Context: an optimization exercise on an open-source flow, tuned for small area. The choices shown serve that exercise and are no tape-out recipe. In this exercise RTL edits were held to simulation tests only and were not proved equivalent to the original. Power and IR drop assume default switching activity.

==> try-nickel: inputs <==
==> flow/design.v <==
`default_nettype none
package wwm_pkg;
  localparam int MAX_PATTERN_DEFAULT = 32;
  localparam int COUNT_BITS_DEFAULT  = 24;
  localparam int CHAR_BITS      = 8;
  localparam int LEN_BITS       = 6;
  localparam int STAR_BITS      = 5;
  localparam int OUT_COUNT_BITS = 24;
  localparam int PAT_CHARS      = 32;
  localparam int PAT_BITS       = PAT_CHARS * CHAR_BITS;
  localparam int DATA_BITS = 64;
  localparam int ADDR_BITS = 6;
  localparam int REG_BITS  = ADDR_BITS - 3;
  localparam logic [REG_BITS-1:0] REG_PAT_A  = 3'd0;
  localparam logic [REG_BITS-1:0] REG_PAT_B  = 3'd1;
  localparam logic [REG_BITS-1:0] REG_PAT_C  = 3'd2;
  localparam logic [REG_BITS-1:0] REG_PAT_D  = 3'd3;
  localparam logic [REG_BITS-1:0] REG_LENGTH = 3'd4;
  localparam logic [REG_BITS-1:0] REG_MODE   = 3'd5;
  localparam logic [REG_BITS-1:0] REG_STAR   = 3'd6;
  localparam logic [CHAR_BITS-1:0] CHAR_QUESTION = 8'h3F;
  typedef struct packed {
    logic [PAT_BITS-1:0]  pattern_bytes;
    logic [LEN_BITS-1:0]  pattern_length;
    logic                 match_mode;
    logic [STAR_BITS-1:0] star_position;
  } cfg_t;
endpackage
`default_nettype wire
`default_nettype none
module wwm_cfg (
  input  wire logic                          clk,
  input  wire logic                          rst,
  input  wire logic                          psel,
  input  wire logic                          penable,
  input  wire logic                          pwrite,
  input  wire logic [wwm_pkg::ADDR_BITS-1:0] paddr,
  input  wire logic [wwm_pkg::DATA_BITS-1:0] pwdata,
  output logic      [wwm_pkg::DATA_BITS-1:0] prdata,
  output logic                               pready,
  output wwm_pkg::cfg_t                      cfg
);
  logic [wwm_pkg::REG_BITS-1:0]  reg_index;
  logic                          write_en;
  logic [wwm_pkg::DATA_BITS-1:0] wdata;
  logic [7:0]                    load;
  assign reg_index = paddr[wwm_pkg::ADDR_BITS-1:3];
  assign write_en  = psel & penable & pwrite;
  assign pready    = 1'b1;
  logic [7:0] take;
  logic [7:0] keep;
  for (genvar k = 0; k < 8; k++) begin : g_load
    assign load[k] = rst | (write_en & (reg_index == 3'(k)));
    assign take[k] = ~rst & write_en & (reg_index == 3'(k));
    assign keep[k] = ~load[k];
  end
  assign wdata = pwdata;
  always_ff @(posedge clk) begin
    for (int k = 0; k < 4; k++) begin
      cfg.pattern_bytes[k*64 +: 64] <= ({64{take[k]}} & wdata)
                                     | ({64{keep[k]}} & cfg.pattern_bytes[k*64 +: 64]);
    end
    cfg.pattern_length <= ({wwm_pkg::LEN_BITS{take[4]}} & wdata[wwm_pkg::LEN_BITS-1:0])
                        | ({wwm_pkg::LEN_BITS{keep[4]}} & cfg.pattern_length)
                        | wwm_pkg::LEN_BITS'(rst);
    cfg.match_mode     <= (take[5] & wdata[0]) | (keep[5] & cfg.match_mode);
    cfg.star_position  <= ({wwm_pkg::STAR_BITS{take[6]}} & wdata[wwm_pkg::STAR_BITS-1:0])
                        | ({wwm_pkg::STAR_BITS{keep[6]}} & cfg.star_position);
  end
  logic [7:0] rsel;
  assign rsel = 8'(1) << reg_index;
  always_comb begin
    prdata = ({64{rsel[0]}} & cfg.pattern_bytes[0*64 +: 64])
           | ({64{rsel[1]}} & cfg.pattern_bytes[1*64 +: 64])
           | ({64{rsel[2]}} & cfg.pattern_bytes[2*64 +: 64])
           | ({64{rsel[3]}} & cfg.pattern_bytes[3*64 +: 64])
           | ({64{rsel[4]}} & wwm_pkg::DATA_BITS'(cfg.pattern_length))
           | ({64{rsel[5]}} & wwm_pkg::DATA_BITS'(cfg.match_mode))
           | ({64{rsel[6]}} & wwm_pkg::DATA_BITS'(cfg.star_position));
  end
endmodule
`default_nettype wire
`default_nettype none
module wwm_cell (
  input  wire logic                          star_mode,
  input  wire logic [wwm_pkg::CHAR_BITS-1:0] word_char,
  input  wire logic [wwm_pkg::CHAR_BITS-1:0] pat_char,
  input  wire logic                          run_in,
  output logic                               run_out
);
  assign run_out = run_in & ((word_char == pat_char) |
                             (~star_mode & (pat_char == wwm_pkg::CHAR_QUESTION)));
endmodule
`default_nettype wire
`default_nettype none
module wildcard_word_match_unit #(
  parameter int MAX_PATTERN = wwm_pkg::MAX_PATTERN_DEFAULT,
  parameter int COUNT_BITS  = wwm_pkg::COUNT_BITS_DEFAULT
) (
  input  wire logic                               clk,
  input  wire logic                               rst,
  input  wire logic                               in_valid,
  output logic                                    in_ready,
  input  wire logic [wwm_pkg::CHAR_BITS-1:0]      word_char,
  input  wire logic                               end_of_word,
  output logic                                    out_valid,
  input  wire logic                               out_ready,
  output logic                                    matched,
  output logic      [wwm_pkg::OUT_COUNT_BITS-1:0] word_number,
  output logic      [wwm_pkg::OUT_COUNT_BITS-1:0] match_count,
  input  wire logic                               psel,
  input  wire logic                               penable,
  input  wire logic                               pwrite,
  input  wire logic [wwm_pkg::ADDR_BITS-1:0]      paddr,
  input  wire logic [wwm_pkg::DATA_BITS-1:0]      pwdata,
  output logic      [wwm_pkg::DATA_BITS-1:0]      prdata,
  output logic                                    pready
);
  localparam int LB = wwm_pkg::LEN_BITS;
  localparam int CB = wwm_pkg::CHAR_BITS;
  localparam int OB = wwm_pkg::OUT_COUNT_BITS;
  localparam int NP = wwm_pkg::PAT_CHARS;
  wwm_pkg::cfg_t cfg;
  wwm_cfg u_cfg (
    .clk     (clk),
    .rst     (rst),
    .psel    (psel),
    .penable (penable),
    .pwrite  (pwrite),
    .paddr   (paddr),
    .pwdata  (pwdata),
    .prdata  (prdata),
    .pready  (pready),
    .cfg     (cfg)
  );
  logic accept;
  logic push;
  logic pop;
  logic skid_valid;
  assign in_ready = ~skid_valid;
  assign accept   = in_valid & in_ready;
  assign push     = accept & end_of_word;
  assign pop      = out_valid & out_ready;
  logic [LB-1:0] eff_len;
  logic [LB-1:0] pre_len;
  logic          star_in;
  logic          suf_any;
  always_comb begin
    eff_len = cfg.pattern_length[LB-1] ? LB'(NP) : cfg.pattern_length;
    star_in = LB'(cfg.star_position) < eff_len;
    pre_len = star_in ? LB'(cfg.star_position) : eff_len;
    suf_any = LB'(cfg.star_position) + LB'(1) < eff_len;
  end
  logic          first;
  logic          pre_done;
  logic [NP-1:0] run;
  logic          pre_done_in;
  logic [NP-1:0] run_in;
  logic [NP-1:0] run_next;
  assign pre_done_in = pre_done | (pre_len == '0);
  logic [NP-1:0] star_at;
  for (genvar i = 0; i < NP; i++) begin : g_pos
    assign star_at[i] = cfg.match_mode & (cfg.star_position == 5'(i));
    if (i == 0) begin : g_head
      assign run_in[i] = first;
    end else begin : g_link
      assign run_in[i] = run[i-1] | (star_at[i-1] & pre_done_in);
    end
    wwm_cell u_cell (
      .star_mode (cfg.match_mode),
      .word_char (word_char),
      .pat_char  (cfg.pattern_bytes[i*CB +: CB]),
      .run_in    (run_in[i]),
      .run_out   (run_next[i])
    );
  end
  logic [NP:0] run_up;
  logic        run_end;
  logic        pre_end;
  logic        pre_done_next;
  logic        hit;
  assign run_up = {run_next, 1'b0};
  always_comb begin
    run_end       = run_up[eff_len];
    pre_end       = run_up[pre_len];
    pre_done_next = pre_done_in | pre_end;
    if (cfg.match_mode) begin
      hit = suf_any ? run_end : pre_done_next;
    end else begin
      hit = run_end;
    end
  end
  logic keep;
  logic step;
  assign keep = ~rst & ~accept;
  assign step = ~rst & accept & ~end_of_word;
  always_ff @(posedge clk) begin
    first    <= ~step & (first | ~keep);
    pre_done <= (keep & pre_done) | (step & pre_done_next);
    run      <= ({NP{keep}} & run) | ({NP{step}} & run_next);
  end
  logic out_matched;
  logic skid_matched;
  logic load_skid;
  logic load_new;
  logic load_out;
  logic load_matched;
  logic [OB-1:0] word_num;
  logic [OB-1:0] match_num;
  assign load_skid    = skid_valid & pop;
  assign load_new     = ~skid_valid & push & (~out_valid | pop);
  assign load_out     = load_skid | load_new;
  assign load_matched = skid_valid ? skid_matched : hit;
  always_ff @(posedge clk) begin
    if (rst) begin
      out_valid  <= 1'b0;
      skid_valid <= 1'b0;
    end else if (skid_valid) begin
      if (pop) begin
        skid_valid <= 1'b0;
      end
    end else if (push) begin
      if (!out_valid || pop) begin
        out_valid <= 1'b1;
      end else begin
        skid_valid <= 1'b1;
      end
    end else if (pop) begin
      out_valid <= 1'b0;
    end
  end
  always_ff @(posedge clk) begin
    if (load_out) begin
      out_matched <= load_matched;
    end
    if (~skid_valid & push) begin
      skid_matched <= hit;
    end
  end
  always_ff @(posedge clk) begin
    if (rst) begin
      word_num <= '0;
    end else if (pop) begin
      word_num <= word_num + OB'(1);
    end
  end
  always_ff @(posedge clk) begin
    if (rst) begin
      match_num <= '0;
    end else if (load_out && load_matched && match_num != {OB{1'b1}}) begin
      match_num <= match_num + OB'(1);
    end
  end
  assign matched     = out_matched;
  assign word_number = word_num;
  assign match_count = match_num;
endmodule
`default_nettype wire
==> flow/flow/run.sh <==
#!/bin/bash
# Layout flow: the standard ORFS flow with these changes:
#  - after the standard synthesis, the logic between registers is re-mapped
#    by ABC for area (registers keep their names, cells and connections),
#    from four seeds, keeping the smallest result;
#  - port buffers use the smallest buffer cell;
#  - the clock tree is built without dummy loads.
# Each tool's full output goes to a log file in this folder.
set -euo pipefail
here=$(pwd)
args=(
  "BUFFER_PORTS_ARGS=-buffer_cell sky130_fd_sc_hd__buf_1"
  "CTS_ARGS=-sink_clustering_enable -repair_clock_nets -sink_clustering_size 10 -sink_clustering_max_diameter 40 -buf_list sky130_fd_sc_hd__clkbuf_4 -dont_use_dummy_load"
)
bash standard.sh synth "${args[@]}" > make_synth.log 2>&1

res=$here/orfs/results/$FLOW_PLATFORM/wildcard_word_match_unit/base
cp "$res/1_2_yosys.v" "$here/standard_synth.v"
export RS_LIB=$FLOW_HOME/platforms/$FLOW_PLATFORM/lib/sky130_fd_sc_hd__tt_025C_1v80.lib
export RS_TOP=$FLOW_TOP
export RS_IN=$here/standard_synth.v
export RS_FFS="$(grep -o 'sky130_fd_sc_hd__[a-z0-9]*df[a-z0-9_]*' "$RS_IN" | sort -u | tr '\n' ' ')"
export RS_DONTUSE="$(for c in $(sed -n '/DONT_USE_CELLS/,/^$/p' "$FLOW_HOME/platforms/$FLOW_PLATFORM/config.mk" | grep -o 'sky130_fd_sc_hd__[a-z0-9_]*'); do printf -- '-dont_use %s ' "$c"; done)"
# ABC's resynthesis is run from four random seeds at once; the smallest
# netlist is kept.
for s in 0 1 2 3; do
  RS_OUT=$here/resynth$s.v RS_SCRIPT=$here/flow/area$s.abc \
    yosys -c "$here/flow/resynth.tcl" > yosys_resynth$s.log 2>&1 &
done
wait
best=
best_area=
for s in 0 1 2 3; do
  a=$(grep "Chip area for module" yosys_resynth$s.log | tail -1 | awk '{print $NF}')
  if [[ -n "$a" && -s $here/resynth$s.v ]] && { [[ -z "$best" ]] || awk -v a="$a" -v b="$best_area" 'BEGIN{exit !(a < b)}'; }; then
    best=$s
    best_area=$a
  fi
done
echo "resynthesis seeds: kept $best, area $best_area" > resynth_choice.log
export RS_OUT=$here/resynth$best.v
yosys -c "$here/flow/check.tcl" > yosys_check.log 2>&1

cp "$RS_OUT" "$res/1_2_yosys.v"
rm -f "$res/1_synth.odb" "$res/1_synth.sdc"
bash standard.sh finish "${args[@]}" > make_finish.log 2>&1
==> flow/flow/area0.abc <==
&get -n
&st
&deepsyn -T 60 -S 1
&dch -f
&nf -R 1000 -p -C 32
&put
==> flow/flow/area1.abc <==
&get -n
&st
&deepsyn -T 60 -S 18
&dch -f
&nf -R 1000 -p -C 32
&put
==> flow/flow/area2.abc <==
&get -n
&st
&deepsyn -T 60 -S 35
&dch -f
&nf -R 1000 -p -C 32
&put
==> flow/flow/area3.abc <==
&get -n
&st
&deepsyn -T 60 -S 52
&dch -f
&nf -R 1000 -p -C 32
&put
==> flow/flow/check.tcl <==
# Check the re-mapped netlist on its own against the library cells.
yosys -import
read_liberty -lib $::env(RS_LIB)
read_verilog $::env(RS_OUT)
hierarchy -check -top $::env(RS_TOP)
check -assert -mapped
stat -liberty $::env(RS_LIB)
==> flow/flow/resynth.tcl <==
# Re-map the combinational logic of the standard synthesis netlist for area.
# Every register instance keeps its name, library cell and connections: the
# register cells are read as black boxes, so only the logic between them, the
# ports and the tie cells is re-mapped by ABC.
yosys -import
set lib $::env(RS_LIB)
read_liberty -ignore_miss_func $lib
read_verilog -defer $::env(RS_IN)
hierarchy -top $::env(RS_TOP)
foreach c [split [string trim $::env(RS_FFS)] " "] { blackbox $c }
flatten
# names of wires inside the flattened library cells are not kept
yosys rename -hide {w:*.*}
opt_clean -purge
opt -full
abc -script $::env(RS_SCRIPT) -liberty $lib {*}$::env(RS_DONTUSE)
opt_clean -purge
splitnets
opt_clean -purge
hilomap -singleton -hicell sky130_fd_sc_hd__conb_1 HI -locell sky130_fd_sc_hd__conb_1 LO
insbuf -buf sky130_fd_sc_hd__buf_4 A X
check
stat -liberty $lib
# left out here: hide names made inside functions
write_verilog -noattr -nohex -nodec $::env(RS_OUT)
==> flow/standard.sh <==
#!/bin/bash
# synth_recipe.tcl (not shown) runs the flow's synth.tcl, then flattens the netlist and writes it again
# the make line also repeats each setting of config.mk as NAME=value (left out here)
make -C /OpenROAD-flow-scripts/flow DESIGN_CONFIG=/design/flow/config.mk WORK_HOME=/design/flow/orfs CLKGATE_MAP_FILE= SYNTH_SCRIPT=/design/flow/synth_recipe.tcl "${@:-finish}"
==> flow/config.mk <==
export PLATFORM = sky130hd
export DESIGN_NAME = wildcard_word_match_unit
export DESIGN_NICKNAME = wildcard_word_match_unit
export VERILOG_FILES = /design/flow/design.v
export SDC_FILE = /design/flow/constraint.sdc
export NUM_CORES = 4
export LEC_CHECK = 0
export CAP_MARGIN = 0
export CORE_MARGIN = 2
export CORE_UTILIZATION = 75
export CTS_BUF_LIST = sky130_fd_sc_hd__clkbuf_4
export CTS_CLUSTER_DIAMETER = 40
export CTS_CLUSTER_SIZE = 10
export PLACE_DENSITY = 0.85
export SLEW_MARGIN = 0
==> flow/constraint.sdc <==
create_clock -name core_clock -period 10.0 [get_ports {clk}]
set_input_delay 2.0000 -clock core_clock [delete_from_list [all_inputs] [get_ports {clk}]]
set_output_delay 2.0000 -clock core_clock [all_outputs]
set_load 0.01 [all_outputs]
==> try-zinc: changes against try-nickel <==
--- a/flow/config.mk
+++ b/flow/config.mk
@@ -8,8 +8,8 @@
 export CAP_MARGIN = 0
 export CORE_MARGIN = 2
-export CORE_UTILIZATION = 75
+export CORE_UTILIZATION = 65
 export CTS_BUF_LIST = sky130_fd_sc_hd__clkbuf_4
 export CTS_CLUSTER_DIAMETER = 40
 export CTS_CLUSTER_SIZE = 10
-export PLACE_DENSITY = 0.85
+export PLACE_DENSITY = 0.75
 export SLEW_MARGIN = 0
==> comparison table <==
item	try-zinc	try-nickel
Largest clock skew in the final design	0.08302 ns	0.06823 ns
Filler cells	1967	1259
Combined global-route utilization of all metal layers	0.4411	0.5040
Upper clock frequency limit	123.1 MHz	121.7 MHz
Total length of routed met2 wires	26540 µm	25820 µm
Clock latency at the later pin of the worst-skew pair	0.72 ns	0.71 ns
Layout Utilization	0.7299	0.8390
Worst Slack Setup Final	1.879 ns	1.782 ns
Post-route clock period utilization	0.8121	0.8218
Power Total	2.330 mW	2.317 mW
Total non-filler cell area in the finished layout	18220 µm²	18140 µm²
Run status	finished clean	finished clean
Effective utilization at floorplan	0.6553	0.7566
Worst slack after detailed placement	1.493 ns	1.420 ns
Routed length per instance	26.46 µm	26.62 µm
Multi-input gate share of the layout cell area	0.5037	0.5060

-- static timing again, ports no longer ideal --
In the flow no input, the clock included, has a driving cell. The finished layouts below were timed again as built, in two steps. Step 1 assumes that a clkbuf_16 drives the clock port and a buf_2 every other input. Step 2 moves the port delays by t, midway between the first and last clock arrival at a register: inputs arrive t later, outputs are due t later. That takes back most of the time a late clock gives input paths. Three values: ideal ports, drivers, drivers and shift; two values: the first two.
run	t, ns	slack for setup (ns)	clock arrival spread, ns	slew at the worst register clock pin (ns)
try-nickel	0.728	1.782 / 1.808 / 1.080	0.070 / 0.070	0.11 / 0.11
try-zinc	0.734	1.879 / 1.902 / 1.167	0.091 / 0.091	0.12 / 0.12
After both steps setup and hold are still met in every run listed. The setup slack of try-zinc, which loses most, moves by +0.023 ns with the drivers and by -0.712 ns with both steps.
